What follows belongs to an exercise in optimizing a design on an open flow for small area; a production flow would make more cautious choices. The RTL was checked by simulation tests, not by an equivalence proof against the original design. No activity file was given, so power comes from the tool's default toggle rates.

## config.mk

```make
export PLATFORM = sky130hd
export DESIGN_NAME = vec_sequencer
export DESIGN_NICKNAME = vec_sequencer
export VERILOG_FILES = /design/flow/design.v
export SDC_FILE = /design/flow/constraint.sdc
export NUM_CORES = 4
export LEC_CHECK = 0
export CAP_MARGIN = 10
export CORE_MARGIN = 2
export CORE_UTILIZATION = 60
export GPL_TIMING_DRIVEN = 0
export SLEW_MARGIN = 10
```

## constraint.sdc

```tcl
create_clock -name core_clock -period 6.0 [get_ports {clk_i}]
set_input_delay 1.2000 -clock core_clock [delete_from_list [all_inputs] [get_ports {clk_i}]]
set_output_delay 1.2000 -clock core_clock [all_outputs]
set_load 0.01 [all_outputs]
```

## design.v

```verilog
package seq_pkg;
  typedef logic [$clog2(8)-1:0] vid_t;
  typedef logic [8-1:0] vinsn_vec_t;
  typedef logic [$clog2(32)-1:0] vreg_t;
  typedef enum logic [2:0] {
    VADD,
    VSUB,
    VMUL,
    VMACC,
    VLE,
    VSE
  } seq_op_e;
  typedef enum logic [1:0] {
    VFU_ALU,
    VFU_MFPU,
    VFU_LOAD,
    VFU_STORE
  } vfu_e;
  typedef enum logic {
    ST_IDLE,
    ST_WAIT
  } seq_state_e;
endpackage
module vec_sequencer (
  input  logic                            clk_i,
  input  logic                            rst_ni,
  input  logic                            req_valid_i,
  output logic                            req_ready_o,
  input  logic [2:0]                      req_op_i,
  input  logic [4:0]                      req_vs1_i,
  input  logic                            req_use_vs1_i,
  input  logic [4:0]                      req_vs2_i,
  input  logic                            req_use_vs2_i,
  input  logic [4:0]                      req_vd_i,
  input  logic                            req_use_vd_i,
  output logic                            resp_valid_o,
  output logic                            resp_error_o,
  output logic                            idle_o,
  output logic                            pe_req_valid_o,
  input  logic                            pe_req_ready_i,
  output logic [2:0]                      pe_req_id_o,
  output logic [2:0]                      pe_req_op_o,
  output logic [4:0]                      pe_req_vs1_o,
  output logic [4:0]                      pe_req_vs2_o,
  output logic [4:0]                      pe_req_vd_o,
  output logic [7:0]                      pe_hazard_vs1_o,
  output logic [7:0]                      pe_hazard_vs2_o,
  output logic [7:0]                      pe_hazard_vd_o,
  output logic [7:0]                      vinsn_running_o,
  output logic [63:0]                     hazard_table_o,
  input  logic [31:0]                     unit_done_i,
  input  logic                            addrgen_ack_i,
  input  logic                            addrgen_error_i
);
  localparam int NID = 6;
  logic is_alu, is_mfpu, is_ld, is_st;
  assign is_alu  = req_op_i[2:1] == 2'b00;
  assign is_mfpu = req_op_i[2:1] == 2'b01;
  assign is_ld   = req_op_i == 3'd4;
  assign is_st   = !is_alu && !is_mfpu && !is_ld;
  logic [NID-1:0] run_q;
  logic [1:0]     cnt_alu_q, cnt_mfpu_q;
  logic           busy_ld_q, busy_st_q;
  logic           wait_q;
  logic [NID-1:0][4:0] wreg_q, r1reg_q, r2reg_q;
  logic [NID-1:0]      wlast_q, r1last_q, r2last_q;
  logic           unit_free, issue;
  logic [NID-1:0] nsel;
  logic [2:0]     nid;
  assign unit_free = (is_alu  && !cnt_alu_q[1]) ||
                     (is_mfpu && !cnt_mfpu_q[1]) ||
                     (is_ld   && !busy_ld_q) ||
                     (is_st   && !busy_st_q);
  assign req_ready_o = !wait_q && !(pe_req_valid_o && !pe_req_ready_i) && unit_free;
  assign issue       = req_valid_i && req_ready_o;
  assign resp_valid_o = wait_q && addrgen_ack_i;
  assign resp_error_o = addrgen_error_i;
  always_comb begin
    nsel = '0;
    nid  = '0;
    for (int i = NID - 1; i >= 0; i--) begin
      if (!run_q[i]) begin
        nsel    = '0;
        nsel[i] = 1'b1;
        nid     = 3'(i);
      end
    end
  end
  logic [NID-1:0] done, keep, run_d;
  for (genvar i = 0; i < NID; i++) begin : gen_done
    assign done[i] = unit_done_i[i] | unit_done_i[8+i] | unit_done_i[16+i] | unit_done_i[24+i];
  end
  logic done_alu, done_mfpu, done_ld, done_st;
  assign done_alu  = |unit_done_i[NID-1:0];
  assign done_mfpu = |unit_done_i[8+NID-1:8];
  assign done_ld   = |unit_done_i[16+NID-1:16];
  assign done_st   = |unit_done_i[24+NID-1:24];
  assign keep  = run_q & ~done;
  assign run_d = keep | (issue ? nsel : '0);
  assign vinsn_running_o = 8'(run_q);
  assign idle_o          = ~|run_q;
  logic [NID-1:0] eq_w1, eq_w2, eq_wd;
  logic [NID-1:0] eq_a1, eq_a2, eq_ad;
  logic [NID-1:0] eq_b1, eq_b2, eq_bd;
  logic [NID-1:0] raw1, raw2, war, waw;
  logic [NID-1:0] hz1, hz2, hzd, hzany;
  for (genvar i = 0; i < NID; i++) begin : gen_cmp
    assign eq_w1[i] = wreg_q[i] == req_vs1_i;
    assign eq_w2[i] = wreg_q[i] == req_vs2_i;
    assign eq_wd[i] = wreg_q[i] == req_vd_i;
    assign eq_a1[i] = r1reg_q[i] == req_vs1_i;
    assign eq_a2[i] = r1reg_q[i] == req_vs2_i;
    assign eq_ad[i] = r1reg_q[i] == req_vd_i;
    assign eq_b1[i] = r2reg_q[i] == req_vs1_i;
    assign eq_b2[i] = r2reg_q[i] == req_vs2_i;
    assign eq_bd[i] = r2reg_q[i] == req_vd_i;
  end
  assign raw1 = req_use_vs1_i ? eq_w1 & wlast_q : '0;
  assign raw2 = req_use_vs2_i ? eq_w2 & wlast_q : '0;
  assign waw  = req_use_vd_i  ? eq_wd & wlast_q : '0;
  assign war  = req_use_vd_i  ? (eq_ad & r1last_q) | (eq_bd & r2last_q) : '0;
  assign hz1   = (raw1 | war) & keep;
  assign hz2   = (raw2 | war) & keep;
  assign hzd   = waw & keep;
  assign hzany = hz1 | hz2 | hzd;
  always_ff @(posedge clk_i or negedge rst_ni) begin
    if (!rst_ni) begin
      run_q          <= '0;
      cnt_alu_q      <= '0;
      cnt_mfpu_q     <= '0;
      busy_ld_q      <= 1'b0;
      busy_st_q      <= 1'b0;
      wait_q         <= 1'b0;
      pe_req_valid_o <= 1'b0;
    end else begin
      run_q <= run_d;
      if (issue && is_alu && !done_alu) cnt_alu_q <= cnt_alu_q + 2'd1;
      else if (!(issue && is_alu) && done_alu) cnt_alu_q <= cnt_alu_q - 2'd1;
      if (issue && is_mfpu && !done_mfpu) cnt_mfpu_q <= cnt_mfpu_q + 2'd1;
      else if (!(issue && is_mfpu) && done_mfpu) cnt_mfpu_q <= cnt_mfpu_q - 2'd1;
      if (issue && is_ld) busy_ld_q <= 1'b1;
      else if (done_ld) busy_ld_q <= 1'b0;
      if (issue && is_st) busy_st_q <= 1'b1;
      else if (done_st) busy_st_q <= 1'b0;
      if (wait_q) begin
        if (addrgen_ack_i) wait_q <= 1'b0;
      end else if (issue && (is_ld || is_st)) begin
        wait_q <= 1'b1;
      end
      pe_req_valid_o <= issue || (pe_req_valid_o && !pe_req_ready_i);
    end
  end
  logic [63:0] table_q;
  always_ff @(posedge clk_i or negedge rst_ni) begin
    if (!rst_ni) begin
      table_q <= '0;
    end else begin
      for (int r = 0; r < 8; r++) begin
        for (int j = 0; j < 8; j++) begin
          if (r == j || r >= NID || j >= NID) table_q[8*r+j] <= 1'b0;
          else table_q[8*r+j] <= (table_q[8*r+j] && keep[r] && keep[j]) ||
                                 (issue && nsel[r] && hzany[j]);
        end
      end
    end
  end
  assign hazard_table_o = table_q;
  always_ff @(posedge clk_i) begin
    if (issue) begin
      pe_req_id_o     <= nid;
      pe_req_op_o     <= req_op_i;
      pe_req_vs1_o    <= req_vs1_i;
      pe_req_vs2_o    <= req_vs2_i;
      pe_req_vd_o     <= req_vd_i;
      pe_hazard_vs1_o <= 8'(hz1);
      pe_hazard_vs2_o <= 8'(hz2);
      pe_hazard_vd_o  <= 8'(hzd);
      for (int i = 0; i < NID; i++) begin
        if (nsel[i]) begin
          wreg_q[i]  <= req_vd_i;
          r1reg_q[i] <= req_vs1_i;
          r2reg_q[i] <= req_vs2_i;
        end
      end
    end
  end
  logic [NID-1:0] set_w, set_r1, set_r2, kill_w, kill_r1, kill_r2;
  assign set_w   = (issue && req_use_vd_i)  ? nsel : '0;
  assign set_r1  = (issue && req_use_vs1_i) ? nsel : '0;
  assign set_r2  = (issue && req_use_vs2_i) ? nsel : '0;
  assign kill_w  = issue ? (nsel | (req_use_vd_i ? eq_wd : '0)) : '0;
  assign kill_r1 = issue ? (nsel | (req_use_vs1_i ? eq_a1 : '0) | (req_use_vs2_i ? eq_a2 : '0)) : '0;
  assign kill_r2 = issue ? (nsel | (req_use_vs1_i ? eq_b1 : '0) | (req_use_vs2_i ? eq_b2 : '0)) : '0;
  always_ff @(posedge clk_i) begin
    wlast_q  <= (wlast_q  & ~kill_w)  | set_w;
    r1last_q <= (r1last_q & ~kill_r1) | set_r1;
    r2last_q <= (r2last_q & ~kill_r2) | set_r2;
  end
endmodule
```

## flow/run.sh

```bash
#!/bin/bash
# Standard layout (standard.sh), with these changes:
#  - synthesis maps the logic with an area-oriented ABC script (flow/area.abc);
#    everything else in synthesis is synth_recipe.tcl as given
#  - the port buffers are made from the smallest buffer cell
#  - repair may not use the largest buffer cells (flow/small_bufs.tcl)
#  - a lighter clock tree: clkbuf_4 only, small sink clusters, no dummy loads
# make's whole output goes to standard_make.log; ORFS keeps each step's log
# under orfs/logs.
set -euo pipefail
W=$PWD
sed "s#@ABC@#$W/flow/area.abc#" flow/area_synth.tcl.in > "$W/area_synth.tcl"
export BUFFER_PORTS_ARGS="-buffer_cell sky130_fd_sc_hd__buf_1"
for s in FLOORPLAN GLOBAL_PLACE RESIZE REPAIR_TIMING_POST_PLACE CTS GLOBAL_ROUTE DETAIL_ROUTE; do
  export PRE_${s}_TCL="$W/flow/small_bufs.tcl"
done
export PRE_GLOBAL_PLACE_TCL="$W/flow/place_prep.tcl"
export CTS_ARGS="-sink_clustering_enable -repair_clock_nets -dont_use_dummy_load -buf_list {sky130_fd_sc_hd__clkbuf_8} -sink_clustering_size 12 -sink_clustering_max_diameter 40"
bash standard.sh finish SYNTH_SCRIPT="$W/area_synth.tcl" > standard_make.log 2>&1
```

## flow/area.abc

```
strash
dch
amap
```

## flow/area_synth.tcl.in

```
proc abc {args} {
  set i [lsearch -exact $args -script]
  if {$i >= 0} { lset args [expr {$i + 1}] @ABC@ }
  yosys abc {*}$args
}
proc synth {args} { yosys synth -nofsm -noshare {*}$args }
source $::env(SCRIPTS_DIR)/synth.tcl
# left out here: clear keep_hierarchy, flatten, clean up, hide names made inside functions, write 1_2_yosys.v
```

## flow/place_prep.tcl

```tcl
# As timing-driven placement does: drop synthesis buffers before the ports get theirs
source [file join [file dirname [info script]] small_bufs.tcl]
remove_buffers
```

## flow/small_bufs.tcl

```tcl
# Keep repair from reaching for the largest buffers
set_dont_use [get_lib_cells {sky130_fd_sc_hd__buf_6 sky130_fd_sc_hd__buf_8 sky130_fd_sc_hd__buf_12 sky130_fd_sc_hd__buf_16 sky130_fd_sc_hd__bufbuf_8 sky130_fd_sc_hd__bufbuf_16 sky130_fd_sc_hd__clkbuf_16}]
```

## standard.sh

```bash
#!/bin/bash
# synth_recipe.tcl (not shown) runs the flow's synth.tcl, then flattens the netlist and writes it again
# the make line also repeats each setting of config.mk as NAME=value (left out here)
make -C /OpenROAD-flow-scripts/flow DESIGN_CONFIG=/design/flow/config.mk WORK_HOME=/design/flow/orfs CLKGATE_MAP_FILE= SYNTH_SCRIPT=/design/flow/synth_recipe.tcl "${@:-finish}"
```

==> notes.md, run 1 <==
* Via density per instance at roughly 7
* Share of cells above drive strength 1 at 4.17%
* Count of vias placed by the detailed router at roughly 9300
* DIE WIDTH at around 130 µm
* Number of setup violations in the final report at 0
* Ports at 181
* Vias in the first global route at around 8700
* Period minus WS final at about 5.2 ns
* GRT Residual Overflow at 0
* Number of enable-type register cells in the synthesized netlist at approximately 130
* Count of filler cells inserted in the layout at 1270
* RSZ-0062 raised after global routing: false
* Fmax at between 150 and 200 MHz
* Maximum clock skew at final layout at 0.0287 ns
* H-tree depth reported by CTS at 4
* Antenna-violating nets left at 0
* Startpoint types: input pin
* Total length of routed wires at 31.6 mm
* Initial core utilization at between 60% and 70%
* Worst IR drop on VDD at 0.219 mV
* Leakage at around 0.0033 µW
* DR DRC count at 0
* Transition time of the tightest slew-check pin at 1.35 ns
* Clock tree from TritonCTS: done
* Relative slew slack at around 9%
* Cell area power density at about 250 nW/µm²
* Gate Count Post-Synth at between 900 and 1000
* Final HPWL DP at around 19 mm
* Result of the run: finished clean
* Predominant post-synthesis flop cell: sky130_fd_sc_hd__edfxtp_1
* N_diodes at 0
* Total standard cell area after synthesis at between 9000 and 10000 µm²
* Clock transition at path regs at roughly 0.070 ns
* Setup bufs post-CTS at 0
* Most used standard cells in the synthesized netlist: sky130_fd_sc_hd__o22ai_1, sky130_fd_sc_hd__clkinv_1, sky130_fd_sc_hd__edfxtp_1, sky130_fd_sc_hd__nor2_1, sky130_fd_sc_hd__dfrtp_1
* Final-stage net count at about 1100
* Routed len/inst at 24.4 µm
* Routability congestion estimate at between 0.9 and 1
* Final worst path period share at 87.5%
* Crit path DAT at 5.60 ns
* Global routing usage summed across all routing layers at a little over a third
* Final cell count without fillers at 1295
* Dominant cell by count in the synthesized netlist: sky130_fd_sc_hd__o22ai_1
* Max FO, Critical Path at between 40 and 50
* Cell at the root of the clock tree: sky130_fd_sc_hd__clkbuf_8
* Max Cap Violations at 0
* Syn. warnings at 1
* Number of input and output port buffers inserted at around 130
* Portion of the post-synthesis area used by sequential elements at about 55%
* Initial DRT Pass Iterations at 8
* Vertical extent of the die at roughly 130 µm
* Worst hold path type: reg2reg
* First-pass GRT wire length at between 40 and 50 mm
* CP Class: in2reg
* #FFs+latches synth at 191
* R2R setup slack at 1.93 ns
* FP Rows at 46
* CTS max path bufs at 2
* Count of unique library cells instantiated by Yosys at 36
* Cell type with the highest aggregate area in the netlist: sky130_fd_sc_hd__edfxtp_1
* Core utilization of the finished layout at between 60% and 70%
* Placed cells at ~1300
* WP data required at 6.35 ns
* Cts bufs inserted at 17
* Main area contributors after synthesis: sky130_fd_sc_hd__edfxtp_1, sky130_fd_sc_hd__dfrtp_1, sky130_fd_sc_hd__o22ai_1
* Die area at roughly 17000 µm²
* Worst setup EP type: register
* Antenna violations before repair at 0
* Mean post-synth cell area at roughly 10 µm²
* Final Hold Violating Endpoints at 0
* Top-area cell type share of the netlist area at 39.9%
* Hold Buf Count CTS at 0
* FFs w/ async S/R, synth at a little under a quarter
* Clk Latency, worst-skew pair at 0.47 ns
* Starting DRC count in detailed routing at 1753
* Slew Limit Fails at 0
* Area Overhead vs Synth at 9.45%
* Maximum number of pins on one net before global-route repair at between 40 and 50
* TritonCTS sink count at approximately 190
* Core outline area at ~16000 µm²
## per-layer routing
metal | share of wire (%) | global-route usage (%) | vias up
met5 | 0 | 0 | -
met4 | 4.8 | 18.1 | 0
met3 | 14 | 9.34 | 155
met2 | 44 | 54.0 | 805
met1 | 38 | 48.7 | 4369
li1 | - | - | 4014
## flip-flops by register name, summed over array words and instances (netlist names), 5 cells and up
register         flops
wlast_q              6
r1last_q             6
hazard_table_o      30
r2reg_q             30
pe_hazard_vs2_o      6
pe_hazard_vs1_o      6
r1reg_q             30
r2last_q             6
pe_req_vd_o          5
pe_req_vs1_o         5
pe_req_vs2_o         5
run_q                6
pe_hazard_vd_o       6
wreg_q              30
## through the flow
stage          TNS, ns  instance area (µm²)  setup WS [ns]  power [µW]  hold slack (ns)
2_1_floorplan        0                 9870           1.01        1870            0.441
3_3_place_gp    -37.77                10300          -1.28        2040            0.451
3_5_place_dp     -8.36                10400         -0.582        2050            0.458
4_1_cts              0                10600          0.233        2670            0.471
5_1_grt              0                10600          0.361        2770            0.487
6_report             0                10600          0.751        2680            0.470
## what timing repair did
action / in CTS / in global routing
endpoints found under the hold margin: 0 / 0
setup endpoints to repair: 17 / 0
gates resized for setup: 1 / 0
## cells in the final DEF, fill, tap and decap left out, types with 12 or more instances in the layout
master and instances:
sky130_fd_sc_hd__a221oi_1 26, sky130_fd_sc_hd__clkinv_1 158, sky130_fd_sc_hd__edfxtp_1 129, sky130_fd_sc_hd__buf_2 12
sky130_fd_sc_hd__a32oi_1 12, sky130_fd_sc_hd__clkbuf_8 17, sky130_fd_sc_hd__dfxtp_1 18, sky130_fd_sc_hd__nor2_1 55
sky130_fd_sc_hd__a222oi_1 34, sky130_fd_sc_hd__nor4_1 33, sky130_fd_sc_hd__buf_1 116, sky130_fd_sc_hd__nand2_1 17
sky130_fd_sc_hd__o21ai_0 33, sky130_fd_sc_hd__conb_1 42, sky130_fd_sc_hd__o221ai_1 18, sky130_fd_sc_hd__dfrtp_1 44
sky130_fd_sc_hd__a2111oi_0 22, sky130_fd_sc_hd__o22ai_1 165, sky130_fd_sc_hd__a21oi_1 20, sky130_fd_sc_hd__nor3_1 18
## power by group
part / switching (µW) / leakage (µW) / total [µW] / internal, µW
Sequential: 59.3 / 0.00193 / 1580 / 1520
Clock: 388 / 0.000122 / 639 / 251
Combinational: 328 / 0.00124 / 459 / 131
Total: 775 / 0.00329 / 2680 / 1900
## critical path, stage by stage
cell and delay [ns]:
sky130_fd_sc_hd__buf_1 0.26, sky130_fd_sc_hd__clkinv_1 0.14, sky130_fd_sc_hd__nor3_1 0.24, sky130_fd_sc_hd__clkinv_1 0.14
sky130_fd_sc_hd__nand2_1 0.12, sky130_fd_sc_hd__nor2_1 0.05, sky130_fd_sc_hd__a2111oi_0 0.31, sky130_fd_sc_hd__nor3_1 0.15
sky130_fd_sc_hd__nand2_2 0.62, sky130_fd_sc_hd__clkinv_4 0.52, sky130_fd_sc_hd__nand3_1 0.65, sky130_fd_sc_hd__clkinv_1 0.74
sky130_fd_sc_hd__o32ai_1 0.45
## area by class of cell
| class | instances | area, µm² | share of cell area, % |
|---|---|---|---|
| inverter | 159 | 602 | 5.66 |
| sequential | 191 | 5340 | 50.2 |
| clock buffer | 17 | 234 | 2.20 |
| tap | 216 | 270 | 2.54 |
| multi-input combinational | 577 | 3650 | 34.3 |
| timing repair buffer | 135 | 543 | 5.11 |
## kinds of logic after synthesis
| kind of cell | Yosys count | synth area share [%] |
|---|---|---|
| AO/OA/AOI/OAI | 373 | 27.2 |
| buffers and inverters | 202 | 9.46 |
| flip-flops | 191 | 54.9 |
| AND/OR/NAND/NOR | 158 | 7.94 |
| XOR/XNOR | 2 | 0.180 |
| adder cells (fa/ha/maj) | 2 | 0.257 |
| other | 1 | 0.0386 |
## worst paths after layout
path | to | startpoint | depth (start not counted)
max | r1last_q[3]$_DFF_P_ | req_op_i[2] | 13
min | cnt_mfpu_q[1]$_DFFE_PN0P_ | cnt_mfpu_q[1]$_DFFE_PN0P_ | 1
max reg2reg | r1last_q[3]$_DFF_P_ | cnt_mfpu_q[1]$_DFFE_PN0P_ | 8
min reg2reg | cnt_mfpu_q[1]$_DFFE_PN0P_ | cnt_mfpu_q[1]$_DFFE_PN0P_ | 1
max in group asynchronous | hazard_table_o[3]$_DFF_PN0_ | rst_ni | 2
min in group asynchronous | busy_ld_q$_DFFE_PN0P_ | rst_ni | 1
==> run 2, diff against run 1 <==
--- a/flow/run.sh
+++ b/flow/run.sh
@@ -6,3 +6,3 @@
 #  - repair may not use the largest buffer cells (flow/small_bufs.tcl)
-#  - a lighter clock tree: clkbuf_4 only, small sink clusters, no dummy loads
+#  - a lighter clock tree: clkbuf_8 only, no dummy loads
 # make's whole output goes to standard_make.log; ORFS keeps each step's log
@@ -18,2 +18,3 @@
 export CTS_ARGS="-sink_clustering_enable -repair_clock_nets -dont_use_dummy_load -buf_list {sky130_fd_sc_hd__clkbuf_8} -sink_clustering_size 12 -sink_clustering_max_diameter 40"
+export SKIP_REPAIR_TIE_FANOUT=1
 bash standard.sh finish SYNTH_SCRIPT="$W/area_synth.tcl" > standard_make.log 2>&1
==> notes.md, run 2 <==
* Transition time of the tightest slew-check pin at 1.24 ns (-0.109 ns)
* Maximum clock skew at final layout at 0.0317 ns (+0.00302 ns)
* Family of cells with the greatest summed delay on the critical path: buffers and inverters
* Core outline area at 15900 µm² (unchanged)
* Main area contributors after synthesis: sky130_fd_sc_hd__edfxtp_1, sky130_fd_sc_hd__dfrtp_1, sky130_fd_sc_hd__o22ai_1
* Post-Route Hold Slack at 0.469 ns (-0.000396 ns)
* Max FO, Critical Path at 42 (unchanged)
* Worst setup EP type: register
* Clock transition at path regs at 0.09 ns (+0.02 ns)
* Vertical extent of the die at 131 µm (unchanged)
* Portion of the post-synthesis area used by sequential elements at 54.9% (unchanged)
* RSZ-0062 raised after global routing: false
* Total length of routed wires at 31.3 mm (-1.0%)
* Most common library cell in the layout ignoring fill and taps: sky130_fd_sc_hd__o22ai_1
* Clk Latency, worst-skew pair at 0.47 ns (about the same)
* Most used standard cells in the synthesized netlist: sky130_fd_sc_hd__o22ai_1, sky130_fd_sc_hd__clkinv_1, sky130_fd_sc_hd__edfxtp_1, sky130_fd_sc_hd__nor2_1, sky130_fd_sc_hd__dfrtp_1
* Cts bufs inserted at 17 (unchanged)
* Gate Count Post-Synth at 929 (unchanged)
* Slowest cell on the critical path: sky130_fd_sc_hd__clkinv_1
* DIE WIDTH at 131 µm (unchanged)
* Crit path DAT at 5.67 ns (+0.07 ns)
* Number of enable-type register cells in the synthesized netlist at 129 (unchanged)
* Maximum number of pins on one net before global-route repair at 43 (unchanged)
* Number of setup violations in the final report at 0 (unchanged)
* Final-stage net count at 1099 (-3.8%)
* CTS max path bufs at 2 (unchanged)
* Worst-path cell chain: buf_1 -> clkinv_1 -> nor3_1 -> clkinv_1 -> nand2_1 -> nor2_1 -> a2111oi_0 -> nor3_1 -> nand2_2 -> clkinv_4 -> nand3_1 -> clkinv_1 -> o32ai_1
* Syn. warnings at 1 (unchanged)
* Max Cap Violations at 0 (unchanged)
* Initial core utilization at 61.2% (unchanged)
* Predominant post-synthesis flop cell: sky130_fd_sc_hd__edfxtp_1
* Area Overhead vs Synth at 7.78%
* Count of vias placed by the detailed router at 9166 (-1.9%)
* Ports at 181 (unchanged)
* Final HPWL DP at 18.5 mm (-1.4%)
* Die area at 17200 µm² (unchanged)
* Antenna-violating nets left at 0 (unchanged)
* FFs w/ async S/R, synth at 23.0% (unchanged)
* #FFs+latches synth at 191 (unchanged)
* GRT Residual Overflow at 0 (unchanged)
* Mean post-synth cell area at 10.5 µm² (unchanged)
* Power consumption at 2680 µW (about the same)
* Top-area cell type share of the netlist area at 39.9% (unchanged)
* CP Class: in2reg
* Dominant cell by count in the synthesized netlist: sky130_fd_sc_hd__o22ai_1
* Relative slew slack at 16.4% (+7.3 points)
* Leakage at 0.00316 µW (-4.0%)
* Startpoint types: input pin
* Number of input and output port buffers inserted at 128 (unchanged)
* Final Hold Violating Endpoints at 0 (unchanged)
* Antenna violations before repair at 0 (unchanged)
* First-pass GRT wire length at 47.1 mm (-1.0%)
* Count of filler cells inserted in the layout at 1306 (+2.8%)
* Period minus WS final at 5.32 ns (+0.0678 ns)
* Placed cells at 1234 (-3.4%)
* Vias in the first global route at 8508 (-1.9%)
* Cell area power density at 256 nW/µm² (+1.6%)
* FP Rows at 46 (unchanged)
* Routed len/inst at 25.0 µm (+2.3%)
* Cell type with the highest aggregate area in the netlist: sky130_fd_sc_hd__edfxtp_1
* DR DRC count at 0 (unchanged)
* Routability congestion estimate at 0.980 (+7.3%)
* Worst path bufs/invs at 5 (unchanged)
* Slew Limit Fails at 0 (unchanged)
* Result of the run: finished clean
* Final standard cell area without fillers at 10500 µm² (-1.5%)
* Commonest cells after routing, fill and taps aside: sky130_fd_sc_hd__o22ai_1, sky130_fd_sc_hd__clkinv_1, sky130_fd_sc_hd__edfxtp_1, sky130_fd_sc_hd__buf_1, sky130_fd_sc_hd__nor2_1
* Library cell appearing most often on the critical path: sky130_fd_sc_hd__clkinv_1
* Cell at the root of the clock tree: sky130_fd_sc_hd__clkbuf_8
* Cell area after placement at 10200 µm² (-1.6%)
* Hold Buf Count CTS at 0 (unchanged)
* Worst hold path type: reg2reg
* Total standard cell area after synthesis at 9720 µm² (unchanged)
* WP data required at 6.35 ns (about the same)
* Worst IR drop on VDD at 0.210 mV (-4.3%)
* Clock tree from TritonCTS: done
* H-tree depth reported by CTS at 4 (unchanged)
* Final worst path period share at 88.6% (+1.1 points)
* Final cell count without fillers at 1252 (-3.3%)
* Fmax at 188 MHz (-1.3%)
* Via density per instance at 7.32 (+1.5%)
* N_diodes at 0 (unchanged)
* Peak per-stage delay on the critical path at 0.75 ns (about the same)
* Initial DRT Pass Iterations at 14 (+6)
* Starting DRC count in detailed routing at 1695 (-3.3%)
* Setup bufs post-CTS at 0 (unchanged)
* Share of cells above drive strength 1 at 4.44% (+0.27 points)
* TritonCTS sink count at 191 (unchanged)
* Count of unique library cells instantiated by Yosys at 36 (unchanged)
* Global routing usage summed across all routing layers at 35.5% (-0.48 points)
## run 2: metal layers
layer / global-route usage, % / share of wire, %
met2: 52.0 / 43
met4: 16.1 / 3.9
met5: 0 / 0
met3: 8.10 / 15
met1: 50.7 / 38
## run 2: final cells by class
| class | count | area [µm²] | area share [%] |
|---|---|---|---|
| Clock buffer | 17 | 234 | 2.23 |
| Inverter | 159 | 602 | 5.75 |
| Multi-Input combinational cell | 536 | 3500 | 33.4 |
| Sequential cell | 191 | 5340 | 50.9 |
| Tap cell | 216 | 270 | 2.58 |
| Timing Repair Buffer | 133 | 534 | 5.10 |
## run 2: worst reg2reg max path: cells and delay by family, from the launching register on
kind                   cells  cell delay [ns]
flip-flops                 1             0.38
AND/OR/NAND/NOR            4             1.47
buffers and inverters      2             1.32
AO/OA/AOI/OAI              2             0.96
## run 2: per-stage QoR
step	setup slack, ns	utilization (%)	TNS [ns]
after floorplan	1.01	-	0
after global placement	-1.50	63.9	-45.74
after detailed placement	-0.680	64.2	-10.03
after CTS	0.193	65.7	0
after global routing	0.178	65.9	0
final	0.683	65.9	0
## run 2: where the power goes
part / total, µW / internal (µW) / switching (µW) / leakage, µW
Sequential: 1580 / 1520 / 60.8 / 0.00193
Combinational: 454 / 131 / 323 / 0.00110
Clock: 642 / 251 / 391 / 0.000122
## run 2: cell families after synthesis
kind of cell / share of synthesized area (%)
other: 0.0386
buffers and inverters: 9.46
AND/OR/NAND/NOR: 7.94
XOR/XNOR: 0.180
AO/OA/AOI/OAI: 27.2
adder cells (fa/ha/maj): 0.257
flip-flops: 54.9
## run 2: what timing repair did
action | CTS | global route
endpoints found under the hold margin | 0 | 0
gates resized for setup | 1 | 0
endpoints found under the setup margin | 17 | 0
## run 2: path summary, 6_finish.rpt
check / start / to / slack [ns] / depth (start not counted)
max: req_op_i[2] / r1last_q[3]$_DFF_P_ / 0.68 / 13
min in group asynchronous: rst_ni / cnt_alu_q[0]$_DFFE_PN0P_ / 0.57 / 1
min: r2last_q[1]$_DFF_P_ / r2last_q[1]$_DFF_P_ / 0.47 / 2
min reg2reg: r2last_q[1]$_DFF_P_ / r2last_q[1]$_DFF_P_ / 0.47 / 2
max in group asynchronous: rst_ni / run_q[0]$_DFF_PN0_ / 4.70 / 2
max reg2reg: cnt_mfpu_q[1]$_DFFE_PN0P_ / r1last_q[3]$_DFF_P_ / 1.78 / 8
==> run 3, diff against run 2 <==
--- a/flow/run.sh
+++ b/flow/run.sh
@@ -18,3 +18,2 @@
 export CTS_ARGS="-sink_clustering_enable -repair_clock_nets -dont_use_dummy_load -buf_list {sky130_fd_sc_hd__clkbuf_8} -sink_clustering_size 12 -sink_clustering_max_diameter 40"
-export SKIP_REPAIR_TIE_FANOUT=1
 bash standard.sh finish SYNTH_SCRIPT="$W/area_synth.tcl" > standard_make.log 2>&1
==> notes.md, run 3 <==
* FFs w/ async S/R, synth at 23.0% (unchanged)
* Slew Limit Fails at 0 (unchanged)
* Number of input and output port buffers inserted at 128 (unchanged)
* Vias in the first global route at 8672 (+1.9%)
* Maximum number of pins on one net before global-route repair at 43 (unchanged)
* TritonCTS sink count at 191 (unchanged)
* Gate Count Post-Synth at 929 (unchanged)
* Die area at 17200 µm² (unchanged)
* Cts bufs inserted at 17 (unchanged)
* Startpoint types: input pin
* Routed len/inst at 24.4 µm (-2.3%)
* Setup bufs post-CTS at 0 (unchanged)
* Antenna violations before repair at 0 (unchanged)
* DIE WIDTH at 131 µm (unchanged)
* Cell at the root of the clock tree: sky130_fd_sc_hd__clkbuf_8
* #FFs+latches synth at 191 (unchanged)
* Library cell appearing most often on the critical path: sky130_fd_sc_hd__clkinv_1
* Final-stage net count at 1142 (+3.9%)
* Register area at 5340 µm² (unchanged)
* Synth Area in Simple Gates at 7.94% (unchanged)
* WP data required at 6.35 ns (about the same)
* Number of enable-type register cells in the synthesized netlist at 129 (unchanged)
* Share of cells above drive strength 1 at 4.17% (-0.27 points)
* Slowest cell on the critical path: sky130_fd_sc_hd__clkinv_1
* Final worst path period share at 87.5% (-1.1 points)
* Cell area power density at 252 nW/µm² (-1.5%)
* Antenna-violating nets left at 0 (unchanged)
* CP Class: in2reg
* Top-area cell type share of the netlist area at 39.9% (unchanged)
* Cell type with the highest aggregate area in the netlist: sky130_fd_sc_hd__edfxtp_1
* Ports at 181 (unchanged)
* Max Cap Violations at 0 (unchanged)
* Adder-cell share of the synthesized area at 0.257% (unchanged)
* Mean post-synth cell area at 10.5 µm² (unchanged)
* Via density per instance at 7.21 (-1.5%)
* H-tree depth reported by CTS at 4 (unchanged)
* Worst hold path type: reg2reg
* Total standard cell area after synthesis at 9720 µm² (unchanged)
* CTS max path bufs at 2 (unchanged)
* Period minus WS final at 5.25 ns (-0.0678 ns)
* Count of unique library cells instantiated by Yosys at 36 (unchanged)
* Worst setup EP type: register
* Final Hold Violating Endpoints at 0 (unchanged)
* Most used standard cells in the synthesized netlist: sky130_fd_sc_hd__o22ai_1, sky130_fd_sc_hd__clkinv_1, sky130_fd_sc_hd__edfxtp_1, sky130_fd_sc_hd__nor2_1, sky130_fd_sc_hd__dfrtp_1
* Hold Buf Count CTS at 0 (unchanged)
* Relative slew slack at 9.02% (-7.3 points)
* Area used by multi-input combinational logic at 3650 µm² (+4.4%)
* Routability congestion estimate at 0.913 (-6.8%)
* Combinational family with the most area after synthesis: compound AO/OA/AOI/OAI gates
* Area Overhead vs Synth at 9.45%
* Crit path DAT at 5.60 ns (-0.07 ns)
* Result of the run: finished clean
* Count of vias placed by the detailed router at 9343 (+1.9%)
* Predominant post-synthesis flop cell: sky130_fd_sc_hd__edfxtp_1
* Initial DRT Pass Iterations at 8 (-6)
* Syn. warnings at 1 (unchanged)
* Final HPWL DP at 18.8 mm (+1.4%)
* Max FO, Critical Path at 42 (unchanged)
* Vertical extent of the die at 131 µm (unchanged)
* Most common library cell in the layout ignoring fill and taps: sky130_fd_sc_hd__o22ai_1
* Leakage at 0.00329 µW (+4.2%)
* Setup_tns at 0 ns (unchanged)
* Worst-path cell chain: buf_1 -> clkinv_1 -> nor3_1 -> clkinv_1 -> nand2_1 -> nor2_1 -> a2111oi_0 -> nor3_1 -> nand2_2 -> clkinv_4 -> nand3_1 -> clkinv_1 -> o32ai_1
* Main area contributors after synthesis: sky130_fd_sc_hd__edfxtp_1, sky130_fd_sc_hd__dfrtp_1, sky130_fd_sc_hd__o22ai_1
* Commonest cells after routing, fill and taps aside: sky130_fd_sc_hd__o22ai_1, sky130_fd_sc_hd__clkinv_1, sky130_fd_sc_hd__edfxtp_1, sky130_fd_sc_hd__buf_1, sky130_fd_sc_hd__nor2_1
* FP Rows at 46 (unchanged)
* Global routing usage summed across all routing layers at 35.9% (+0.48 points)
* DR DRC count at 0 (unchanged)
* Fmax at 191 MHz (+1.3%)
* Core outline area at 15900 µm² (unchanged)
* Core utilization of the finished layout at 67.0% (+1.0 points)
* Dominant cell by count in the synthesized netlist: sky130_fd_sc_hd__o22ai_1
* Worst IR drop on VDD at 0.219 mV (+4.5%)
* Transition time of the tightest slew-check pin at 1.35 ns (+0.109 ns)
* Portion of the post-synthesis area used by sequential elements at 54.9% (unchanged)
* Total length of routed wires at 31.6 mm (+1.1%)
* N_diodes at 0 (unchanged)
* GRT Residual Overflow at 0 (unchanged)
* RSZ-0062 raised after global routing: false
* Peak per-stage delay on the critical path at 0.74 ns (about the same)
* Clock transition at path regs at 0.07 ns (-0.02 ns)
* Post-synthesis mux area share at 0% (unchanged)
* Fraction of the mapped netlist area in compound gates at 27.2% (unchanged)
* Number of setup violations in the final report at 0 (unchanged)
* Maximum clock skew at final layout at 0.0287 ns (-0.00302 ns)
* Clock tree from TritonCTS: done
* Starting DRC count in detailed routing at 1753 (+3.4%)
* Count of filler cells inserted in the layout at 1270 (-2.8%)
* First-pass GRT wire length at 47.6 mm (+1.0%)
* Initial core utilization at 61.2% (unchanged)
* Synthesized-area fraction occupied by xor and xnor cells at 0.180% (unchanged)
* Clk Latency, worst-skew pair at 0.47 ns (about the same)
-- run 3: cell count changes in the layout (fill, tap and decap cells not counted), sizes merged --
cell / change
buf: +3
clkbuf: -1
conb: +41
-- run 3: worst paths after layout --
path / startpoint / end / slack [ns] / depth (start not counted)
max reg2reg: cnt_mfpu_q[1]$_DFFE_PN0P_ / r1last_q[3]$_DFF_P_ / 1.93 / 8
min reg2reg: cnt_mfpu_q[1]$_DFFE_PN0P_ / cnt_mfpu_q[1]$_DFFE_PN0P_ / 0.47 / 1
min in group asynchronous: rst_ni / busy_ld_q$_DFFE_PN0P_ / 0.58 / 1
min: cnt_mfpu_q[1]$_DFFE_PN0P_ / cnt_mfpu_q[1]$_DFFE_PN0P_ / 0.47 / 1
max in group asynchronous: rst_ni / hazard_table_o[3]$_DFF_PN0_ / 4.69 / 2
max: req_op_i[2] / r1last_q[3]$_DFF_P_ / 0.75 / 13
-- run 3: cell type report --
| type | count | share of cell area [%] |
|---|---|---|
| clock buffer | 17 | 2.20 |
| inverter | 159 | 5.66 |
| multi-input combinational | 577 | 34.3 |
| sequential | 191 | 50.2 |
| tap | 216 | 2.54 |
| timing repair buffer | 135 | 5.11 |
-- run 3: through the flow --
stage / hold slack [ns] / instances / total power, µW / cell area, µm² / setup WS (ns)
floorplan: 0.441 / 970 / 1870 / 9870 / 1.01
global placement: 0.451 / 1271 / 2040 / 10300 / -1.28
CTS: 0.471 / 1294 / 2670 / 10600 / 0.233
detailed placement: 0.458 / 1277 / 2050 / 10400 / -0.582
global route: 0.487 / 1295 / 2770 / 10600 / 0.361
finish: 0.470 / 1295 / 2680 / 10600 / 0.751
-- run 3: what timing repair did --
item	in CTS	in global routing
endpoints found under the setup margin	17	0
endpoints found under the hold margin	0	0
gates resized for setup	1	0
-- run 3: power by group --
group          switching (µW)  internal (µW)
registers                59.3           1520
clock network             388            251
logic                     328            131
-- run 3: cells by family (layout without fill, tap and decap cells) --
kind of cell | Yosys count | in the layout
simple gates | 158 | 158
flops | 191 | 191
buf+inv | 202 | 311
xor+xnor | 2 | 2
fa+ha+maj | 2 | 2
compound gates | 373 | 373
other cells | 1 | 42
-- run 3: metal layers --
layer / track usage, % / vias to the layer above / routed length [µm]
li1: - / 4014 / -
met1: 48.7 / 4369 / 11900
met2: 54.0 / 805 / 13900
met3: 9.34 / 155 / 4320
met4: 18.1 / 0 / 1530
met5: 0 / - / 0
-- run 3: worst max-delay path, delay by kind of cell --
family,cells,cell delay [ns]
simple gates,6,1.83
buf+inv,5,1.80
compound gates,2,0.76
==> run 4, diff against run 3 <==
--- a/flow/run.sh
+++ b/flow/run.sh
@@ -7,2 +7,3 @@
 #  - a lighter clock tree: clkbuf_8 only, no dummy loads
+#  - constant outputs share one tie cell (SKIP_REPAIR_TIE_FANOUT)
 # make's whole output goes to standard_make.log; ORFS keeps each step's log
@@ -18,2 +19,3 @@
 export CTS_ARGS="-sink_clustering_enable -repair_clock_nets -dont_use_dummy_load -buf_list {sky130_fd_sc_hd__clkbuf_8} -sink_clustering_size 12 -sink_clustering_max_diameter 40"
+export SKIP_REPAIR_TIE_FANOUT=1
 bash standard.sh finish SYNTH_SCRIPT="$W/area_synth.tcl" > standard_make.log 2>&1
==> notes.md, run 4 <==
* Routed len/inst at 25.0 µm (+2.3%)
* Final HPWL DP at 18.5 mm (-1.4%)
* Commonest cells after routing, fill and taps aside: sky130_fd_sc_hd__o22ai_1, sky130_fd_sc_hd__clkinv_1, sky130_fd_sc_hd__edfxtp_1, sky130_fd_sc_hd__buf_1, sky130_fd_sc_hd__nor2_1
* Count of vias placed by the detailed router at 9166 (-1.9%)
* Fmax at 188 MHz (-1.3%)
* Count of filler cells inserted in the layout at 1306 (+2.8%)
* Dominant cell by count in the synthesized netlist: sky130_fd_sc_hd__o22ai_1
* DIE WIDTH at 131 µm (unchanged)
* Register area at 5340 µm² (unchanged)
* Hold Buf Count CTS at 0 (unchanged)
* Predominant post-synthesis flop cell: sky130_fd_sc_hd__edfxtp_1
* Total standard cell area after synthesis at 9720 µm² (unchanged)
* Cell area after placement at 10200 µm² (-1.6%)
* Library cell appearing most often on the critical path: sky130_fd_sc_hd__clkinv_1
* Top-area cell type share of the netlist area at 39.9% (unchanged)
* Vias in the first global route at 8508 (-1.9%)
* Share of cells above drive strength 1 at 4.44% (+0.27 points)
* Slew Limit Fails at 0 (unchanged)
* TritonCTS sink count at 191 (unchanged)
* Period minus WS final at 5.32 ns (+0.0678 ns)
* Cell type with the highest aggregate area in the netlist: sky130_fd_sc_hd__edfxtp_1
* Maximum clock skew at final layout at 0.0317 ns (+0.00302 ns)
* Worst setup EP type: register
* Most common library cell in the layout ignoring fill and taps: sky130_fd_sc_hd__o22ai_1
* Peak per-stage delay on the critical path at 0.75 ns (about the same)
* Final worst path period share at 88.6% (+1.1 points)
* Via density per instance at 7.32 (+1.5%)
* Mean post-synth cell area at 10.5 µm² (unchanged)
* Relative slew slack at 16.4% (+7.3 points)
* Cell area power density at 256 nW/µm² (+1.6%)
* H-tree depth reported by CTS at 4 (unchanged)
* Max Cap Violations at 0 (unchanged)
* Number of input and output port buffers inserted at 128 (unchanged)
* Final Worst Setup Slack at 0.683 ns (-0.0678 ns)
* Global routing usage summed across all routing layers at 35.5% (-0.48 points)
* Most used standard cells in the synthesized netlist: sky130_fd_sc_hd__o22ai_1, sky130_fd_sc_hd__clkinv_1, sky130_fd_sc_hd__edfxtp_1, sky130_fd_sc_hd__nor2_1, sky130_fd_sc_hd__dfrtp_1
* Antenna-violating nets left at 0 (unchanged)
* Clock tree from TritonCTS: done
* DR DRC count at 0 (unchanged)
* Gate Count Post-Synth at 929 (unchanged)
* Routability congestion estimate at 0.980 (+7.3%)
* Number of setup violations in the final report at 0 (unchanged)
* Antenna violations before repair at 0 (unchanged)
* Core outline area at 15900 µm² (unchanged)
* Final-stage net count at 1099 (-3.8%)
* WP data required at 6.35 ns (about the same)
* Ports at 181 (unchanged)
* Initial DRT Pass Iterations at 14 (+6)
* Transition time of the tightest slew-check pin at 1.24 ns (-0.109 ns)
* Syn. warnings at 1 (unchanged)
* Worst hold path type: reg2reg
* Cts bufs inserted at 17 (unchanged)
* First-pass GRT wire length at 47.1 mm (-1.0%)
* Core utilization of the finished layout at 65.9% (-1.0 points)
* #FFs+latches synth at 191 (unchanged)
* Clk Latency, worst-skew pair at 0.47 ns (about the same)
* Total length of routed wires at 31.3 mm (-1.0%)
* CTS max path bufs at 2 (unchanged)
* N_diodes at 0 (unchanged)
* Final standard cell area without fillers at 10500 µm² (-1.5%)
* FFs w/ async S/R, synth at 23.0% (unchanged)
* Maximum number of pins on one net before global-route repair at 43 (unchanged)
* Post-Route Hold Slack at 0.469 ns (-0.000396 ns)
* Cell at the root of the clock tree: sky130_fd_sc_hd__clkbuf_8
* Area used by multi-input combinational logic at 3500 µm² (-4.2%)
* Clock transition at path regs at 0.09 ns (+0.02 ns)
* Leakage at 0.00316 µW (-4.0%)
* CP Class: in2reg
* Area Overhead vs Synth at 7.78%
* Portion of the post-synthesis area used by sequential elements at 54.9% (unchanged)
* Worst-path cell chain: buf_1 -> clkinv_1 -> nor3_1 -> clkinv_1 -> nand2_1 -> nor2_1 -> a2111oi_0 -> nor3_1 -> nand2_2 -> clkinv_4 -> nand3_1 -> clkinv_1 -> o32ai_1
* Startpoint types: input pin
* RSZ-0062 raised after global routing: false
* Initial core utilization at 61.2% (unchanged)
* Crit path DAT at 5.67 ns (+0.07 ns)
* GRT Residual Overflow at 0 (unchanged)
* Worst Setup Slack post-DPL at -0.680 ns (-0.0976 ns)
* Starting DRC count in detailed routing at 1695 (-3.3%)
* Setup_tns at 0 ns (unchanged)
* Worst IR drop on VDD at 0.210 mV (-4.3%)
* Slowest cell on the critical path: sky130_fd_sc_hd__clkinv_1
* Main area contributors after synthesis: sky130_fd_sc_hd__edfxtp_1, sky130_fd_sc_hd__dfrtp_1, sky130_fd_sc_hd__o22ai_1
* Result of the run: finished clean
* Die area at 17200 µm² (unchanged)
* Final Hold Violating Endpoints at 0 (unchanged)
* Count of unique library cells instantiated by Yosys at 36 (unchanged)
* Vertical extent of the die at 131 µm (unchanged)
* Number of enable-type register cells in the synthesized netlist at 129 (unchanged)
* FP Rows at 46 (unchanged)
* Max FO, Critical Path at 42 (unchanged)
==> run 4: cell types whose count changed in the layout (fill, tap and decap cells not counted), sizes merged <==
cell	change
conb	-41
clkbuf	+1
buf	-3
==> run 4: cell families after synthesis <==
kind of cell	Yosys count	share of synthesized area, %
buffers and inverters	202	9.46
AOI/OAI and AO/OA	373	27.2
and+or+nand+nor	158	7.94
other	1	0.0386
xor gates and xnor gates	2	0.180
DFF	191	54.9
adders and majority gates	2	0.257
==> run 4: path summary, 6_finish.rpt <==
check / to / cells past startpoint / slack (ns) / startpoint
max: r1last_q[3]$_DFF_P_ / 13 / 0.68 / req_op_i[2]
min: r2last_q[1]$_DFF_P_ / 2 / 0.47 / r2last_q[1]$_DFF_P_
min in group asynchronous: cnt_alu_q[0]$_DFFE_PN0P_ / 1 / 0.57 / rst_ni
min reg2reg: r2last_q[1]$_DFF_P_ / 2 / 0.47 / r2last_q[1]$_DFF_P_
max in group asynchronous: run_q[0]$_DFF_PN0_ / 2 / 4.70 / rst_ni
max reg2reg: r1last_q[3]$_DFF_P_ / 8 / 1.78 / cnt_mfpu_q[1]$_DFFE_PN0P_
==> run 4: critical path: cells and delay by family <==
family,cells,cell delay (ns)
buffers and inverters,5,1.80
and+or+nand+nor,6,1.77
AOI/OAI and AO/OA,2,0.86
==> run 4: power breakdown <==
part / internal (µW) / switching, µW / total [µW]
registers: 1520 / 60.8 / 1580
logic: 131 / 323 / 454
clock network: 251 / 391 / 642
total: 1900 / 775 / 2680
==> run 4: per-layer routing <==
layer | wire [µm] | vias to the layer above | GRT usage, %
li1 | - | 3983 | -
met1 | 12000 | 4273 | 50.7
met2 | 13500 | 788 | 52.0
met3 | 4620 | 122 | 8.10
met4 | 1230 | 0 | 16.1
met5 | 0 | - | 0
==> run 4: timing repair <==
action / in CTS / in global routing
setup buffers: 0 / 0
hold endpoints to repair: 0 / 0
endpoints found under the setup margin: 17 / 0
gates resized for setup: 1 / 0
==> run 4: through the flow <==
| step | cells | power [µW] |
|---|---|---|
| 3_3_place_gp | 1230 | 2040 |
| 5_1_grt | 1252 | 2770 |
| 2_1_floorplan | 929 | 1870 |
| 6_report | 1252 | 2680 |
| 4_1_cts | 1251 | 2660 |
| 3_5_place_dp | 1234 | 2040 |
==> run 4: final cells by class <==
cell class / count / share of cell area [%]
tap: 216 / 2.58
clock buffer: 17 / 2.23
sequential: 191 / 50.9
inverter: 159 / 5.75
multi-input combinational: 536 / 33.4
timing repair buffer: 133 / 5.10
==> run 5, diff against run 4 <==
--- a/config.mk
+++ b/config.mk
@@ -9,3 +9,3 @@
 export CORE_MARGIN = 2
-export CORE_UTILIZATION = 60
+export CORE_UTILIZATION = 55
 export GPL_TIMING_DRIVEN = 0
==> notes.md, run 5 <==
* Area used by multi-input combinational logic at 3500 µm² (unchanged)
* Worst setup EP type: register
* Most used standard cells in the synthesized netlist: sky130_fd_sc_hd__o22ai_1, sky130_fd_sc_hd__clkinv_1, sky130_fd_sc_hd__edfxtp_1, sky130_fd_sc_hd__nor2_1, sky130_fd_sc_hd__dfrtp_1
* Final worst path period share at 85.4% (-3.3 points)
* Worst IR drop on VDD at 0.150 mV (-29%)
* Predominant post-synthesis flop cell: sky130_fd_sc_hd__edfxtp_1
* Die area at 18700 µm² (+8.8%)
* Gate Count Post-Synth at 929 (unchanged)
* Vertical extent of the die at 137 µm (+4.3%)
* Final HPWL DP at 19.3 mm (+4.4%)
* Highest routed layer: met4
* Mean post-synth cell area at 10.5 µm² (unchanged)
* Antenna-violating nets left at 0 (unchanged)
* Worst setup startpoint: req_op_i[2]
* Register-to-Register Path Depth at 8 (unchanged)
* Length of routed met3 wiring at 4.71 mm (+2.0%)
* Worst hold path type: reg2reg
* Max Cap Violations at 0 (unchanged)
* DR DRC count at 0 (unchanged)
* Maximum clock skew at final layout at 0.0386 ns (+0.00687 ns)
* Transition time of the tightest slew-check pin at 1.24 ns (+0.000646 ns)
* Count of unique library cells instantiated by Yosys at 36 (unchanged)
* Initial DRT Pass Iterations at 10 (-4)
* Cts bufs inserted at 17 (unchanged)
* DIE WIDTH at 137 µm (+4.3%)
* Leakage at 0.00317 µW (+0.27%)
* Number of input and output port buffers inserted at 128 (unchanged)
* Vias in the first global route at 8556 (+0.56%)
* FP Rows at 48 (+4.3%)
* Cell area power density at 257 nW/µm² (+0.40%)
* TritonCTS sink count at 191 (unchanged)
* Fmax at 195 MHz (+3.8%)
* Critical hold path startpoint: cnt_mfpu_q[1]$_DFFE_PN0P_
* Crit Reg-Reg Startpoint: cnt_mfpu_q[1]$_DFFE_PN0P_
* Ports at 181 (unchanged)
* Slew Limit Fails at 0 (unchanged)
* Routed len/inst at 25.9 µm (+3.5%)
* FFs w/ async S/R, synth at 23.0% (unchanged)
* Total length of routed wires at 32.7 mm (+4.4%)
* Number of setup violations in the final report at 0 (unchanged)
* Final Hold Violating Endpoints at 0 (unchanged)
* Core utilization of the finished layout at 60.6% (-5.3 points)
* Hold Buf Count CTS at 0 (unchanged)
* Period minus WS final at 5.12 ns (-0.195 ns)
* Syn. warnings at 1 (unchanged)
* Dominant cell by count in the synthesized netlist: sky130_fd_sc_hd__o22ai_1
* Worst Setup Slack post-DPL at -0.552 ns (+0.128 ns)
* Clk Latency, worst-skew pair at 0.49 ns (+0.02 ns)
* Final-stage net count at 1100 (+0.091%)
* Via density per instance at 7.27 (-0.72%)
* Net switching power at 790 µW (+1.9%)
* Sequential cell fraction of total power at 58.8% (-0.3 points)
* Setup bufs post-CTS at 0 (unchanged)
* Clock transition at path regs at 0.09 ns (about the same)
* H-tree depth reported by CTS at 4 (unchanged)
* GRT Residual Overflow at 0 (unchanged)
* Count of filler cells inserted in the layout at 1520 (+16%)
* Crit path DAT at 5.50 ns (-0.17 ns)
* Commonest cells after routing, fill and taps aside: sky130_fd_sc_hd__o22ai_1, sky130_fd_sc_hd__clkinv_1, sky130_fd_sc_hd__edfxtp_1, sky130_fd_sc_hd__buf_1, sky130_fd_sc_hd__nor2_1
* Power share of the clock group at 24.2% (+0.2 points)
* Post-Route Hold Slack at 0.476 ns (+0.00656 ns)
* Clock tree from TritonCTS: done
* Count of vias placed by the detailed router at 9173 (+0.076%)
* RSZ-0062 raised after global routing: false
* Portion of the post-synthesis area used by sequential elements at 54.9% (unchanged)
* Cell at the root of the clock tree: sky130_fd_sc_hd__clkbuf_8
* Net switching fraction of the power at 29.4% (+0.39 points)
* Share of cells above drive strength 1 at 4.63% (+0.19 points)
* Main area contributors after synthesis: sky130_fd_sc_hd__edfxtp_1, sky130_fd_sc_hd__dfrtp_1, sky130_fd_sc_hd__o22ai_1
* Area Overhead vs Synth at 7.93%
* N_diodes at 0 (unchanged)
* Met2 routed WL at 14.1 mm (+4.8%)
* Initial core utilization at 56.2% (-5.0 points)
* Met1 layer wirelength in the final routing at 12.6 mm (+5.1%)
* R2R setup slack at 1.99 ns (+0.21 ns)
* Routability congestion estimate at 0.884 (-9.8%)
* Final Worst Setup Slack at 0.879 ns (+0.195 ns)
* Register area at 5340 µm² (unchanged)
* Most common library cell in the layout ignoring fill and taps: sky130_fd_sc_hd__o22ai_1
* Setup crit end: r1last_q[3]$_DFF_P_
* Starting DRC count in detailed routing at 1439 (-15%)
* #FFs+latches synth at 191 (unchanged)
* CTS max path bufs at 2 (unchanged)
* Top-area cell type share of the netlist area at 39.9% (unchanged)
* Global routing usage summed across all routing layers at 35.0% (-0.47 points)
* Power consumption at 2690 µW (+0.54%)
* Max FO, Critical Path at 42 (unchanged)
* CP Class: in2reg
* Destination of the worst register-to-register timing path: r1last_q[3]$_DFF_P_
* WP data required at 6.37 ns (+0.02 ns)
* Cell internal power dissipation at 1900 µW (about the same)
* Relative slew slack at 17.1% (+0.72 points)
* Number of enable-type register cells in the synthesized netlist at 129 (unchanged)
* Result of the run: finished clean
* Core outline area at 17300 µm² (+8.9%)
* First-pass GRT wire length at 48.5 mm (+2.9%)
* Total standard cell area after synthesis at 9720 µm² (unchanged)
* Startpoint types: input pin
* Maximum number of pins on one net before global-route repair at 43 (unchanged)
* Share of total power in combinational logic at 17.0% (about the same)
* Antenna violations before repair at 0 (unchanged)
* Cell type with the highest aggregate area in the netlist: sky130_fd_sc_hd__edfxtp_1
## run 5: cell counts after synthesis
Identical to the previous run, type by type.
## run 5: logic make-up after synthesis
kind of cell / after synthesis / share of synthesized area, %
flip-flops: 191 / 54.9
other: 1 / 0.0386
adder cells (fa/ha/maj): 2 / 0.257
AND/OR/NAND/NOR: 158 / 7.94
AO/OA/AOI/OAI: 373 / 27.2
buffers and inverters: 202 / 9.46
XOR/XNOR: 2 / 0.180
## run 5: timing repair
item | in CTS | in global routing
endpoints found under the setup margin | 7 | 0
gates resized for setup | 1 | 0
hold endpoints to repair | 0 | 0
## run 5: critical path: stages
cell	delay, ns
sky130_fd_sc_hd__buf_1	0.23
sky130_fd_sc_hd__clkinv_1	0.15
sky130_fd_sc_hd__nor3_1	0.24
sky130_fd_sc_hd__clkinv_1	0.14
sky130_fd_sc_hd__nand2_1	0.10
sky130_fd_sc_hd__nor2_1	0.04
sky130_fd_sc_hd__a2111oi_0	0.33
sky130_fd_sc_hd__nor3_1	0.15
sky130_fd_sc_hd__nand2_2	0.60
sky130_fd_sc_hd__clkinv_4	0.54
sky130_fd_sc_hd__nand3_1	0.61
sky130_fd_sc_hd__clkinv_1	0.69
sky130_fd_sc_hd__o32ai_1	0.44
## run 5: layer usage
metal / track usage, % / vias up
met4: 14.8 / 0
met2: 51.0 / 759
met1: 49.7 / 4320
met5: 0 / -
met3: 9.00 / 120
li1: - / 3974
## run 5: layout make-up
type                       instances  share of cell area [%]
timing repair buffer             134                    5.13
multi-input combinational        536                    33.4
sequential                       191                    50.9
clock buffer                      17                    2.23
inverter                         159                    5.74
tap                              225                    2.68
## run 5: metrics by stage
stage / std cells / instance area, µm² / setup TNS [ns]
2_1_floorplan: 929 / 9720 / 0
3_3_place_gp: 1239 / 10200 / -47.74
3_5_place_dp: 1245 / 10200 / -7.83
4_1_cts: 1262 / 10500 / 0
5_1_grt: 1262 / 10500 / 0
6_report: 1262 / 10500 / 0
## run 5: power groups by stage
stage | registers (µW) | clock network, µW | logic [µW]
after detailed placement | 1610 | 0 | 445
final | 1580 | 652 | 459
after global placement | 1610 | 0 | 436
after floorplan | 1610 | 0 | 262
after global routing | 1590 | 703 | 500
after CTS | 1580 | 653 | 446
## run 5: worst min-delay path by stage
| stage | depth (start not counted) | endpoint | slack, ns |
|---|---|---|---|
| 3_3_place_gp | 2 | r2last_q[1]$_DFF_P_ | 0.45 |
| 3_5_place_dp | 2 | r2last_q[1]$_DFF_P_ | 0.46 |
| 6_report | 1 | cnt_mfpu_q[1]$_DFFE_PN0P_ | 0.48 |
| 4_1_cts | 2 | r1last_q[1]$_DFF_P_ | 0.47 |
| 2_1_floorplan | 2 | r1last_q[0]$_DFF_P_ | 0.44 |
| 5_1_grt | 1 | cnt_mfpu_q[1]$_DFFE_PN0P_ | 0.49 |
==> run 6, diff against run 5 <==
--- a/flow/run.sh
+++ b/flow/run.sh
@@ -18,3 +18,3 @@
 export PRE_GLOBAL_PLACE_TCL="$W/flow/place_prep.tcl"
-export CTS_ARGS="-sink_clustering_enable -repair_clock_nets -dont_use_dummy_load -buf_list {sky130_fd_sc_hd__clkbuf_8} -sink_clustering_size 12 -sink_clustering_max_diameter 40"
+export CTS_ARGS="-sink_clustering_enable -repair_clock_nets -dont_use_dummy_load -buf_list {sky130_fd_sc_hd__clkbuf_4 sky130_fd_sc_hd__clkbuf_8} -root_buf sky130_fd_sc_hd__clkbuf_8 -sink_clustering_size 8 -sink_clustering_max_diameter 40 -sink_clustering_levels 1"
 export SKIP_REPAIR_TIE_FANOUT=1
--- a/config.mk
+++ b/config.mk
@@ -9,3 +9,3 @@
 export CORE_MARGIN = 2
-export CORE_UTILIZATION = 55
+export CORE_UTILIZATION = 60
 export GPL_TIMING_DRIVEN = 0
==> notes.md, run 6 <==
* Dominant cell by count in the synthesized netlist: sky130_fd_sc_hd__o22ai_1
* Fmax at 188 MHz (-3.7%)
* Global routing usage summed across all routing layers at 35.5% (+0.47 points)
* Max Cap Violations at 0 (unchanged)
* Final standard cell area without fillers at 10500 µm² (-0.14%)
* DIE WIDTH at 131 µm (-4.1%)
* Period minus WS final at 5.32 ns (+0.195 ns)
* Cell area power density at 256 nW/µm² (-0.40%)
* WP data required at 6.35 ns (-0.02 ns)
* Gate Count Post-Synth at 929 (unchanged)
* Final-stage net count at 1099 (-0.091%)
* Count of vias placed by the detailed router at 9166 (-0.076%)
* Vertical extent of the die at 131 µm (-4.1%)
* DR DRC count at 0 (unchanged)
* First-pass GRT wire length at 47.1 mm (-2.8%)
* N_diodes at 0 (unchanged)
* Cell type with the highest aggregate area in the netlist: sky130_fd_sc_hd__edfxtp_1
* Startpoint types: input pin
* Maximum clock skew at final layout at 0.0317 ns (-0.00687 ns)
* H-tree depth reported by CTS at 4 (unchanged)
* Most common library cell in the layout ignoring fill and taps: sky130_fd_sc_hd__o22ai_1
* Setup_tns at 0 ns (unchanged)
* CP Class: in2reg
* Relative slew slack at 16.4% (-0.72 points)
* Worst hold path type: reg2reg
* Clock tree from TritonCTS: done
* Share of cells above drive strength 1 at 4.44% (-0.19 points)
* Top-area cell type share of the netlist area at 39.9% (unchanged)
* Die area at 17200 µm² (-8.1%)
* Hold Buf Count CTS at 0 (unchanged)
* FP Rows at 46 (-4.2%)
* Family of cells with the greatest summed delay on the critical path: buffers and inverters
* Portion of the post-synthesis area used by sequential elements at 54.9% (unchanged)
* Predominant post-synthesis flop cell: sky130_fd_sc_hd__edfxtp_1
* Main area contributors after synthesis: sky130_fd_sc_hd__edfxtp_1, sky130_fd_sc_hd__dfrtp_1, sky130_fd_sc_hd__o22ai_1
* Commonest cells after routing, fill and taps aside: sky130_fd_sc_hd__o22ai_1, sky130_fd_sc_hd__clkinv_1, sky130_fd_sc_hd__edfxtp_1, sky130_fd_sc_hd__buf_1, sky130_fd_sc_hd__nor2_1
* Result of the run: finished clean
* Cell at the root of the clock tree: sky130_fd_sc_hd__clkbuf_8
* Total length of routed wires at 31.3 mm (-4.2%)
* Mean post-synth cell area at 10.5 µm² (unchanged)
* Transition time of the tightest slew-check pin at 1.24 ns (-0.000646 ns)
* Initial DRT Pass Iterations at 14 (+4)
* Peak per-stage delay on the critical path at 0.75 ns (+0.06 ns)
* CTS max path bufs at 2 (unchanged)
* Worst IR drop on VDD at 0.210 mV (+40%)
* #FFs+latches synth at 191 (unchanged)
* Slowest cell on the critical path: sky130_fd_sc_hd__clkinv_1
* Via density per instance at 7.32 (+0.72%)
* Final worst path period share at 88.6% (+3.3 points)
* Antenna-violating nets left at 0 (unchanged)
* GRT Residual Overflow at 0 (unchanged)
* Number of input and output port buffers inserted at 128 (unchanged)
* Core utilization of the finished layout at 65.9% (+5.3 points)
* Routability congestion estimate at 0.980 (+11%)
* Max FO, Critical Path at 42 (unchanged)
* Cts bufs inserted at 17 (unchanged)
* Net switching power at 775 µW (-1.9%)
* Ports at 181 (unchanged)
* Vias in the first global route at 8508 (-0.56%)
* TritonCTS sink count at 191 (unchanged)
* FFs w/ async S/R, synth at 23.0% (unchanged)
* Most used standard cells in the synthesized netlist: sky130_fd_sc_hd__o22ai_1, sky130_fd_sc_hd__clkinv_1, sky130_fd_sc_hd__edfxtp_1, sky130_fd_sc_hd__nor2_1, sky130_fd_sc_hd__dfrtp_1
* Number of setup violations in the final report at 0 (unchanged)
* Area Overhead vs Synth at 7.78%
* Maximum number of pins on one net before global-route repair at 43 (unchanged)
* Routed len/inst at 25.0 µm (-3.4%)
* Share of total power in combinational logic at 17.0% (about the same)
* Count of unique library cells instantiated by Yosys at 36 (unchanged)
* Cell area after placement at 10200 µm² (-0.33%)
* Leakage at 0.00316 µW (-0.27%)
* Core outline area at 15900 µm² (-8.2%)
* Total standard cell area after synthesis at 9720 µm² (unchanged)
* Number of enable-type register cells in the synthesized netlist at 129 (unchanged)
* Power share of the clock group at 24.0% (-0.2 points)
* Post-Route Hold Slack at 0.469 ns (-0.00656 ns)
* Sequential cell fraction of total power at 59.1% (+0.3 points)
* Worst path bufs/invs at 5 (unchanged)
* Syn. warnings at 1 (unchanged)
* Library cell appearing most often on the critical path: sky130_fd_sc_hd__clkinv_1
* Antenna violations before repair at 0 (unchanged)
* Starting DRC count in detailed routing at 1695 (+18%)
* Final Hold Violating Endpoints at 0 (unchanged)
* Slew Limit Fails at 0 (unchanged)
* Net switching fraction of the power at 29.0% (-0.39 points)
* Clk Latency, worst-skew pair at 0.47 ns (-0.02 ns)
* Crit path DAT at 5.67 ns (+0.17 ns)
* Clock transition at path regs at 0.09 ns (about the same)
* Cell internal power dissipation at 1900 µW (about the same)
* RSZ-0062 raised after global routing: false
* Initial core utilization at 61.2% (+5.0 points)
* Worst-path cell chain: buf_1 -> clkinv_1 -> nor3_1 -> clkinv_1 -> nand2_1 -> nor2_1 -> a2111oi_0 -> nor3_1 -> nand2_2 -> clkinv_4 -> nand3_1 -> clkinv_1 -> o32ai_1
* Worst setup EP type: register
* Final HPWL DP at 18.5 mm (-4.2%)
run 6: cell counts after synthesis:
No cell type changed its count.
run 6: final timing paths:
| check | startpoint | to | slack, ns | depth (start not counted) |
|---|---|---|---|---|
| max in group asynchronous | rst_ni | run_q[0]$_DFF_PN0_ | 4.70 | 2 |
| setup reg to reg | cnt_mfpu_q[1]$_DFFE_PN0P_ | r1last_q[3]$_DFF_P_ | 1.78 | 8 |
| hold / removal | r2last_q[1]$_DFF_P_ | r2last_q[1]$_DFF_P_ | 0.47 | 2 |
| setup / recovery | req_op_i[2] | r1last_q[3]$_DFF_P_ | 0.68 | 13 |
| hold reg to reg | r2last_q[1]$_DFF_P_ | r2last_q[1]$_DFF_P_ | 0.47 | 2 |
| min in group asynchronous | rst_ni | cnt_alu_q[0]$_DFFE_PN0P_ | 0.57 | 1 |
run 6: power by group through the flow:
stage	clock, µW	sequential [µW]	combinational [µW]
final	642	1580	454
after global placement	0	1610	427
after floorplan	0	1610	262
after CTS	646	1580	437
after detailed placement	0	1610	436
after global routing	692	1590	489
run 6: per-layer routing:
layer  vias to the layer above  wire (µm)  track usage [%]
li1                       3983          -                -
met1                      4273      12000             50.7
met2                       788      13500             52.0
met3                       122       4620             8.10
met4                         0       1230             16.1
met5                         -          0                0
run 6: kinds of logic (layout without fill, tap and decap cells):
kind of cell	after synthesis	count (layout)	synth area share, %
compound gates	373	373	27.2
flops	191	191	54.9
buf+inv	202	309	9.46
simple gates	158	158	7.94
xor+xnor	2	2	0.180
fa+ha+maj	2	2	0.257
other cells	1	1	0.0386
run 6: what timing repair did:
item,in CTS,in global routing
buffers inserted,0,0
hold endpoints to repair,0,0
resized for setup,1,0
setup endpoints to repair,17,0
run 6: metrics by stage:
step	std cells	power, µW	worst slack [ns]
after floorplan	929	1870	1.01
after global placement	1230	2040	-1.50
after detailed placement	1234	2040	-0.680
after CTS	1251	2660	0.193
after global routing	1252	2770	0.178
final	1252	2680	0.683
run 6: layout make-up:
type	count	area [µm²]
timing repair buffer	133	534
multi-input combinational	536	3500
sequential	191	5340
fill	1306	5410
inverter	159	602
tap	216	270
clock buffer	17	234
run 6: worst min-delay path, stage by stage, from the launching register on:
cell,delay [ns]
sky130_fd_sc_hd__dfxtp_1,0.32
sky130_fd_sc_hd__clkinv_1,0.04
sky130_fd_sc_hd__o32ai_1,0.07

## separate check: timing with driven ports
In the flow no input, the clock included, has a driving cell. The finished layouts below were timed again as built, in two steps.
Step 1, drivers: a clkbuf_16 drives clk_i and a buf_2 each remaining input, both assumed.
Step 2 adds t to the input delays and takes it off the output delays; t is the mean of the earliest and latest rising clock arrival at the registers after step 1. Input paths then give back, and output paths get back, about the clock's delay inside the block.
Three values: ideal ports, drivers, drivers and shift; two values: the first two.
run	shift t [ns]	slack for setup (ns)	clock arrival spread, ns	worst slew at a driven data input, ns
run 1	0.491	0.751 / 0.766 / 0.274	0.033 / 0.033	0.06
run 2	0.494	0.683 / 0.697 / 0.203	0.033 / 0.033	0.06
run 3	0.491	0.751 / 0.766 / 0.274	0.033 / 0.033	0.06
run 4	0.494	0.683 / 0.697 / 0.203	0.033 / 0.033	0.06
run 5	0.516	0.879 / 0.897 / 0.382	0.038 / 0.039	0.06
run 6	0.494	0.683 / 0.697 / 0.203	0.033 / 0.033	0.06
After both steps every run listed still meets setup and hold. For run 5, which loses most, drivers alone change the setup slack by +0.018 ns; drivers and shift together by -0.497 ns.
